Background: an optimization exercise with open tools, aiming at a short achievable clock period and few clock cycles per item. Do not read the settings as production practice.

==> flow/design.v (excerpt) <==
module riscv_crypto_sha256_msched (
  input  logic        clk,
  input  logic        rst,
  input  logic        in_valid,
  output logic        in_ready,
  input  logic [31:0] in_data,
  output logic        out_valid,
  input  logic        out_ready,
  output logic [31:0] out_data,
  output logic [5:0]  out_idx,
  output logic        out_last,
  output logic        busy
);
  localparam int DIN = 4;
  function automatic logic [31:0] sig0(input logic [31:0] x);
    sig0 = {x[6:0], x[31:7]} ^ {x[17:0], x[31:18]} ^ {3'b000, x[31:3]};
  endfunction
  function automatic logic [31:0] sig1(input logic [31:0] x);
    sig1 = {x[16:0], x[31:17]} ^ {x[18:0], x[31:19]} ^ {10'b0, x[31:10]};
  endfunction
  function automatic logic [31:0] maj2(input logic [31:0] a, input logic [31:0] b,
                                       input logic [31:0] c);
    logic [31:0] m;
    m = (a & b) | (a & c) | (b & c);
    maj2 = {m[30:0], 1'b0};
  endfunction
  logic        cap_v_q;
  ...
Size in the first run: about 2200 cells after synthesis, about 890 flip-flops, roughly 78 I/O pins, about 36000 µm² of cells after synthesis.
clock: 8.0 ns
lec_check: 0
abc_clock_period_in_ps: 2000
cap_margin: 20
core_margin: 2
core_utilization: 60
place_density: 0.75
setup_slack_margin: 5
slew_margin: 20
run.sh (not shown) runs the stock make flow with config.mk's settings and CLKGATE_MAP_FILE= SYNTH_SCRIPT=/design/flow/synth_recipe.tcl, a recipe that flattens the netlist after the stock synthesis.
Next try:
- CORE_UTILIZATION: 60 -> 40
- PLACE_DENSITY: 0.75 -> not set
Non-clock buffer count grows by 5.
Final area grows slightly.
Synthesized area is unchanged.
Utilization shrinks by 22 points.
Function was not checked in any run of this note: the RTL went through the layout flow alone.


The RTL this note starts from:
==> flow/design.v <==
module riscv_crypto_sha256_msched (
  input  logic        clk,
  input  logic        rst,
  input  logic        in_valid,
  output logic        in_ready,
  input  logic [31:0] in_data,
  output logic        out_valid,
  input  logic        out_ready,
  output logic [31:0] out_data,
  output logic [5:0]  out_idx,
  output logic        out_last,
  output logic        busy
);
  localparam int DIN = 4;
  function automatic logic [31:0] sig0(input logic [31:0] x);
    sig0 = {x[6:0], x[31:7]} ^ {x[17:0], x[31:18]} ^ {3'b000, x[31:3]};
  endfunction
  function automatic logic [31:0] sig1(input logic [31:0] x);
    sig1 = {x[16:0], x[31:17]} ^ {x[18:0], x[31:19]} ^ {10'b0, x[31:10]};
  endfunction
  function automatic logic [31:0] maj2(input logic [31:0] a, input logic [31:0] b,
                                       input logic [31:0] c);
    logic [31:0] m;
    m = (a & b) | (a & c) | (b & c);
    maj2 = {m[30:0], 1'b0};
  endfunction
  logic        cap_v_q;
  logic [31:0] cap_d_q;
  logic [31:0] fifo_q [DIN];
  logic [1:0]  f_wp_q, f_rp_q;
  logic [2:0]  f_cnt_q, f_cnt_d;
  logic        f_ne_q;
  logic [2:0]  occ_q, occ_d;   
  logic        occ_le2_q, occ_le3_q, occ_le4_q;
  logic        in_ready_q, in_ready_d;
  logic        in_nrdy_q;      
  logic        in_rdy_q;       
  logic [3:0]  in_cnt_q;
  logic        in15_q;         
  logic        in_hs, avail, ld_in, pop, push;
  logic [31:0] head;
  logic [31:0] win_q [16];     
  logic [5:0]  n_q, n_d;       
  logic [31:0] bp_q, bg_q, bgp_q;
  logic        bv_q, bv_d;     
  logic [31:0] x_q;           
  logic [31:0] xs_q, xc_q;     
  logic        adv_q, adv_d;   
  logic        bld_q;          
  logic        bsel_q;         
  logic [31:0] s1w;
  logic [31:0] a_p, a_g, a_g1, a_p1, a_g2, a_p2;
  logic [31:0] c_g3, c_p3, c_g4, c_p4, c_g5, w_sum;
  logic [4:0]  lag_q, lag_d, lag_t, lag_n;  
  logic        nz_q;           
  logic        l15_q, l16_q;   
  logic [15:0] sel_q;          
  logic        out_valid_q, ov_port_q;
  logic [31:0] out_data_q, od_h_q, rd_word;
  logic [5:0]  out_idx_q, oi_h_q, m_q;
  logic        out_last_q, ol_h_q;
  logic        m63_q;          
  logic        take;
  logic [1:0]  pend_q, pend_d;
  logic        pend_eq1_q, pend_ge2_q;
  logic        busy_q, busy_d;
  logic        inc, dec;
  assign in_ready_q = in_rdy_q;
  assign in_hs = in_valid & in_ready_q;
  assign avail = f_ne_q | cap_v_q;
  assign head  = f_ne_q ? fifo_q[f_rp_q] : cap_d_q;
  assign ld_in = bld_q & bsel_q & avail;
  assign pop   = ld_in & f_ne_q;
  assign push  = cap_v_q & ~(ld_in & ~f_ne_q);
  assign s1w = sig1(win_q[0]);
  always_comb begin
    a_p = bsel_q ? head  : (s1w ^ x_q);
    a_g = bsel_q ? 32'd0 : (s1w & x_q);
    for (int i = 0; i < 32; i++) begin
      if (i >= 1) begin
        a_g1[i] = a_g[i] | (a_p[i] & a_g[i-1]);
        a_p1[i] = a_p[i] & a_p[i-1];
      end else begin
        a_g1[i] = a_g[i];
        a_p1[i] = a_p[i];
      end
    end
    for (int i = 0; i < 32; i++) begin
      if (i >= 2) begin
        a_g2[i] = a_g1[i] | (a_p1[i] & a_g1[i-2]);
        a_p2[i] = a_p1[i] & a_p1[i-2];
      end else begin
        a_g2[i] = a_g1[i];
        a_p2[i] = a_p1[i];
      end
    end
  end
  always_comb begin
    for (int i = 0; i < 32; i++) begin
      if (i >= 4) begin
        c_g3[i] = bg_q[i] | (bgp_q[i] & bg_q[i-4]);
        c_p3[i] = bgp_q[i] & bgp_q[i-4];
      end else begin
        c_g3[i] = bg_q[i];
        c_p3[i] = bgp_q[i];
      end
    end
    for (int i = 0; i < 32; i++) begin
      if (i >= 8) begin
        c_g4[i] = c_g3[i] | (c_p3[i] & c_g3[i-8]);
        c_p4[i] = c_p3[i] & c_p3[i-8];
      end else begin
        c_g4[i] = c_g3[i];
        c_p4[i] = c_p3[i];
      end
    end
    for (int i = 0; i < 32; i++) begin
      if (i >= 16) c_g5[i] = c_g4[i] | (c_p4[i] & c_g4[i-16]);
      else         c_g5[i] = c_g4[i];
    end
    w_sum = bp_q ^ {c_g5[30:0], 1'b0};
  end
  assign take = nz_q & (~out_valid_q | out_ready);
  always_comb begin
    rd_word = 32'd0;
    for (int i = 0; i < 16; i++) rd_word = rd_word | ({32{sel_q[i]}} & win_q[i]);
  end
  always_comb begin
    f_cnt_d = f_cnt_q + {2'b00, push} - {2'b00, pop};
    occ_d   = occ_q - {2'b00, ld_in} + {2'b00, in_hs};
    n_d     = n_q + {5'd0, adv_q};
    bv_d    = bld_q ? (~bsel_q | avail) : bv_q;
    lag_t   = adv_q ? lag_q : lag_q - 5'd1;
    lag_n   = adv_q ? lag_q + 5'd1 : lag_q;
    lag_d   = take ? lag_t : lag_n;
    adv_d   = bv_d & ~(take ? 1'b0 : ((l15_q & adv_q) | l16_q));
    inc     = in_hs & in15_q;
    dec     = out_valid_q & out_ready & ol_h_q;
    pend_d  = pend_q + {1'b0, inc} - {1'b0, dec};
    busy_d  = inc | pend_ge2_q | (pend_eq1_q & ~dec);
    case ({ld_in, in_hs})
      2'b10:   in_ready_d = occ_le4_q;
      2'b01:   in_ready_d = occ_le2_q;
      default: in_ready_d = occ_le3_q;
    endcase
    in_ready_d = in_ready_d | ~busy_d;
  end
  always_ff @(posedge clk or posedge rst) begin
    if (rst) begin
      cap_v_q     <= 1'b0;
      f_wp_q      <= 2'd0;
      f_rp_q      <= 2'd0;
      f_cnt_q     <= 3'd0;
      f_ne_q      <= 1'b0;
      occ_q       <= 3'd0;
      occ_le2_q   <= 1'b1;
      occ_le3_q   <= 1'b1;
      occ_le4_q   <= 1'b1;
      in_nrdy_q   <= 1'b0;
      in_rdy_q    <= 1'b1;
      in_cnt_q    <= 4'd0;
      in15_q      <= 1'b0;
      n_q         <= 6'd0;
      bv_q        <= 1'b0;
      adv_q       <= 1'b0;
      bld_q       <= 1'b1;
      bsel_q      <= 1'b1;
      lag_q       <= 5'd0;
      nz_q        <= 1'b0;
      l15_q       <= 1'b0;
      l16_q       <= 1'b0;
      sel_q       <= 16'd0;
      out_valid_q <= 1'b0;
      ov_port_q   <= 1'b0;
      od_h_q      <= 32'd0;
      oi_h_q      <= 6'd0;
      ol_h_q      <= 1'b0;
      m_q         <= 6'd0;
      m63_q       <= 1'b0;
      pend_q      <= 2'd0;
      pend_eq1_q  <= 1'b0;
      pend_ge2_q  <= 1'b0;
      busy_q      <= 1'b0;
    end else begin
      cap_v_q    <= in_hs;
      if (push)  f_wp_q <= f_wp_q + 2'd1;
      if (pop)   f_rp_q <= f_rp_q + 2'd1;
      f_cnt_q    <= f_cnt_d;
      f_ne_q     <= (f_cnt_d != 3'd0);
      occ_q      <= occ_d;
      occ_le2_q  <= (occ_d <= 3'd2);
      occ_le3_q  <= (occ_d <= 3'd3);
      occ_le4_q  <= (occ_d <= 3'd4);
      in_nrdy_q  <= ~in_ready_d;
      in_rdy_q   <= in_ready_d;
      if (in_hs) begin
        in_cnt_q <= in_cnt_q + 4'd1;
        in15_q   <= (in_cnt_q == 4'd14);
      end
      n_q        <= n_d;
      bv_q       <= bv_d;
      adv_q      <= adv_d;
      bld_q      <= adv_d | ~bv_d;
      bsel_q     <= ~adv_d | (n_d < 6'd15) | (n_d == 6'd63);
      lag_q      <= lag_d;
      nz_q       <= take ? (lag_t != 5'd0) : (lag_n != 5'd0);
      l15_q      <= take ? (lag_t == 5'd15) : (lag_n == 5'd15);
      l16_q      <= take ? 1'b0 : (lag_n == 5'd16);
      if (take) begin
        if (~adv_q) sel_q <= {1'b0, sel_q[15:1]};
      end else begin
        if (adv_q)  sel_q <= {sel_q[14:0], ~nz_q};
      end
      out_valid_q <= take | (out_valid_q & ~out_ready);
      ov_port_q   <= take | (ov_port_q & ~out_ready);
      if (take) begin
        od_h_q     <= rd_word;
        oi_h_q     <= m_q;
        ol_h_q     <= m63_q;
        m_q        <= m_q + 6'd1;
        m63_q      <= (m_q == 6'd62);
      end
      pend_q     <= pend_d;
      pend_eq1_q <= (pend_d == 2'd1);
      pend_ge2_q <= pend_d[1];
      busy_q     <= busy_d;
    end
  end
  always_ff @(posedge clk) begin
    out_data_q <= take ? rd_word : od_h_q;
    out_idx_q  <= take ? m_q     : oi_h_q;
    out_last_q <= take ? m63_q   : ol_h_q;
    cap_d_q <= in_data;
    if (push) fifo_q[f_wp_q] <= cap_d_q;
    if (bld_q) begin
      bp_q  <= a_p;
      bg_q  <= a_g2;
      bgp_q <= a_p2;
    end
    if (adv_q) begin
      win_q[0] <= w_sum;
      for (int i = 1; i < 16; i++) win_q[i] <= win_q[i-1];
      x_q  <= xs_q + xc_q;
      xs_q <= win_q[3] ^ sig0(win_q[11]) ^ win_q[12];
      xc_q <= maj2(win_q[3], sig0(win_q[11]), win_q[12]);
    end
  end
  assign in_ready  = ~in_nrdy_q;
  assign out_valid = ov_port_q;
  assign out_data  = out_data_q;
  assign out_idx   = out_idx_q;
  assign out_last  = out_last_q;
  assign busy      = busy_q;
endmodule
==> flow/config.mk <==
export PLATFORM = sky130hd
export DESIGN_NAME = riscv_crypto_sha256_msched
export DESIGN_NICKNAME = riscv_crypto_sha256_msched
export VERILOG_FILES = /design/flow/design.v
export SDC_FILE = /design/flow/constraint.sdc
export NUM_CORES = 4
export LEC_CHECK = 0
export ABC_CLOCK_PERIOD_IN_PS = 2000
export CAP_MARGIN = 20
export CORE_MARGIN = 2
export CORE_UTILIZATION = 40
export SETUP_SLACK_MARGIN = 5
export SLEW_MARGIN = 20
==> flow/constraint.sdc <==
create_clock -name core_clock -period 8.0 [get_ports {clk}]
set_input_delay 1.6000 -clock core_clock [delete_from_list [all_inputs] [get_ports {clk}]]
set_output_delay 1.6000 -clock core_clock [all_outputs]
set_load 0.01 [all_outputs]
standard.sh (not shown) runs the stock make flow with config.mk's settings and CLKGATE_MAP_FILE= SYNTH_SCRIPT=/design/flow/synth_recipe.tcl, a recipe that flattens the netlist after the stock synthesis.
==> flow/flow/run.sh <==
#!/bin/bash
# Standard synthesis and placement; then each output port's flop is moved next
# to its port buffer and placement re-legalized; then the rest of the standard
# ORFS layout. repair_timing aims at a larger setup margin.
set -euo pipefail
M=5.4
bash standard.sh synth > synth.log 2>&1
bash standard.sh SETUP_SLACK_MARGIN=$M place > place.log 2>&1
PLACE_ODB=$PWD/orfs/results/$FLOW_PLATFORM/riscv_crypto_sha256_msched/base/3_place.odb \
  openroad -no_init -exit flow/move_io_flops.tcl > move_io_flops.log 2>&1
bash standard.sh SETUP_SLACK_MARGIN=$M finish > layout.log 2>&1
==> flow/flow/move_io_flops.tcl <==
# Move each output port's driving flop (and any single-fanout cells between it
# and the port buffer) next to the port buffer, then legalize.
set odb $::env(PLACE_ODB)
read_db $odb
set block [ord::get_db_block]
set moved 0
foreach bt [$block getBTerms] {
  if {[$bt getIoType] ne "OUTPUT"} { continue }
  set net [$bt getNet]
  if {$net eq "NULL"} { continue }
  # the port buffer drives the port net
  set drv ""
  foreach it [$net getITerms] { if {[$it isOutputSignal]} { set drv $it } }
  if {$drv eq ""} { continue }
  set buf [$drv getInst]
  set bx [lindex [$buf getLocation] 0]; set by [lindex [$buf getLocation] 1]
  set cur $buf
  for {set hop 0} {$hop < 3} {incr hop} {
    # the single input net of cur
    set innet ""
    foreach it [$cur getITerms] {
      if {[$it isInputSignal]} {
        set m [[$it getMTerm] getName]
        if {$m eq "CLK" || $m eq "RESET_B" || $m eq "SET_B"} { continue }
        set n [$it getNet]
        if {$n ne "NULL"} { lappend innet $n }
      }
    }
    if {[llength $innet] != 1} { break }
    set n [lindex $innet 0]
    set d ""
    set nload 0
    foreach it [$n getITerms] { if {[$it isOutputSignal]} { set d $it } else { incr nload } }
    if {$d eq "" || $nload != 1} { break }
    set prev [$d getInst]
    $prev setLocation $bx $by
    $prev setPlacementStatus PLACED
    incr moved
    set master [[$prev getMaster] getName]
    if {[string match "*df*" $master]} { break }
    set cur $prev
  }
}
puts "moved $moved cells"
detailed_placement
check_placement -verbose
write_db $odb
==> next run, changes <==
==> flow/flow/run.sh (replaced) <==
#!/bin/bash
# Standard synthesis, then the standard ORFS layout with repair_timing aiming at a larger setup margin.
set -euo pipefail
bash standard.sh synth > synth.log 2>&1
bash standard.sh SETUP_SLACK_MARGIN=5.4 finish > layout.log 2>&1
removed: flow/flow/move_io_flops.tcl
Effect: Global-route usage barely changes; cell area grows by 0.37%; via count stays flat; setup slack degrades by 0.015 ns.
No functional check of the RTL was part of any run of this note.

[re-timing with driven ports]
Ports are ideal in the flow. The routed layouts listed here were re-timed in OpenROAD.
Step 1 (the two cells are an assumption about what drives the block):
set clk [get_ports {clk}]
set_driving_cell -lib_cell sky130_fd_sc_hd__clkbuf_16 $clk
set_driving_cell -lib_cell sky130_fd_sc_hd__buf_2 [delete_from_list [all_inputs] $clk]
Step 2 moves the port delays by t, midway between the first and last clock arrival at a register: inputs arrive t later, outputs are due t later. That takes back most of the time a late clock gives input paths.
Slacks: ideal / step 1 / step 2; pairs: ideal / step 1.
| run | shift t [ns] | setup WS [ns] | hold WS [ns] |
|---|---|---|---|
| the first run of note 1 | 0.706 | 5.055 / 4.989 / 4.388 | 0.429 / 0.429 / 0.429 |
| the second run of note 1 | 0.708 | 5.055 / 4.992 / 4.410 | 0.429 / 0.429 / 0.429 |
| the first run of note 2 | 0.738 | 5.206 / 5.143 / 4.765 | 0.420 / 0.420 / 0.420 |
| the second run of note 2 | 0.740 | 5.192 / 5.125 / 4.774 | 0.421 / 0.421 / 0.421 |
After both steps setup and hold are still met in every run listed. The setup slack of the first run of note 1, which loses most, moves by -0.066 ns with the drivers and by -0.667 ns with both steps.
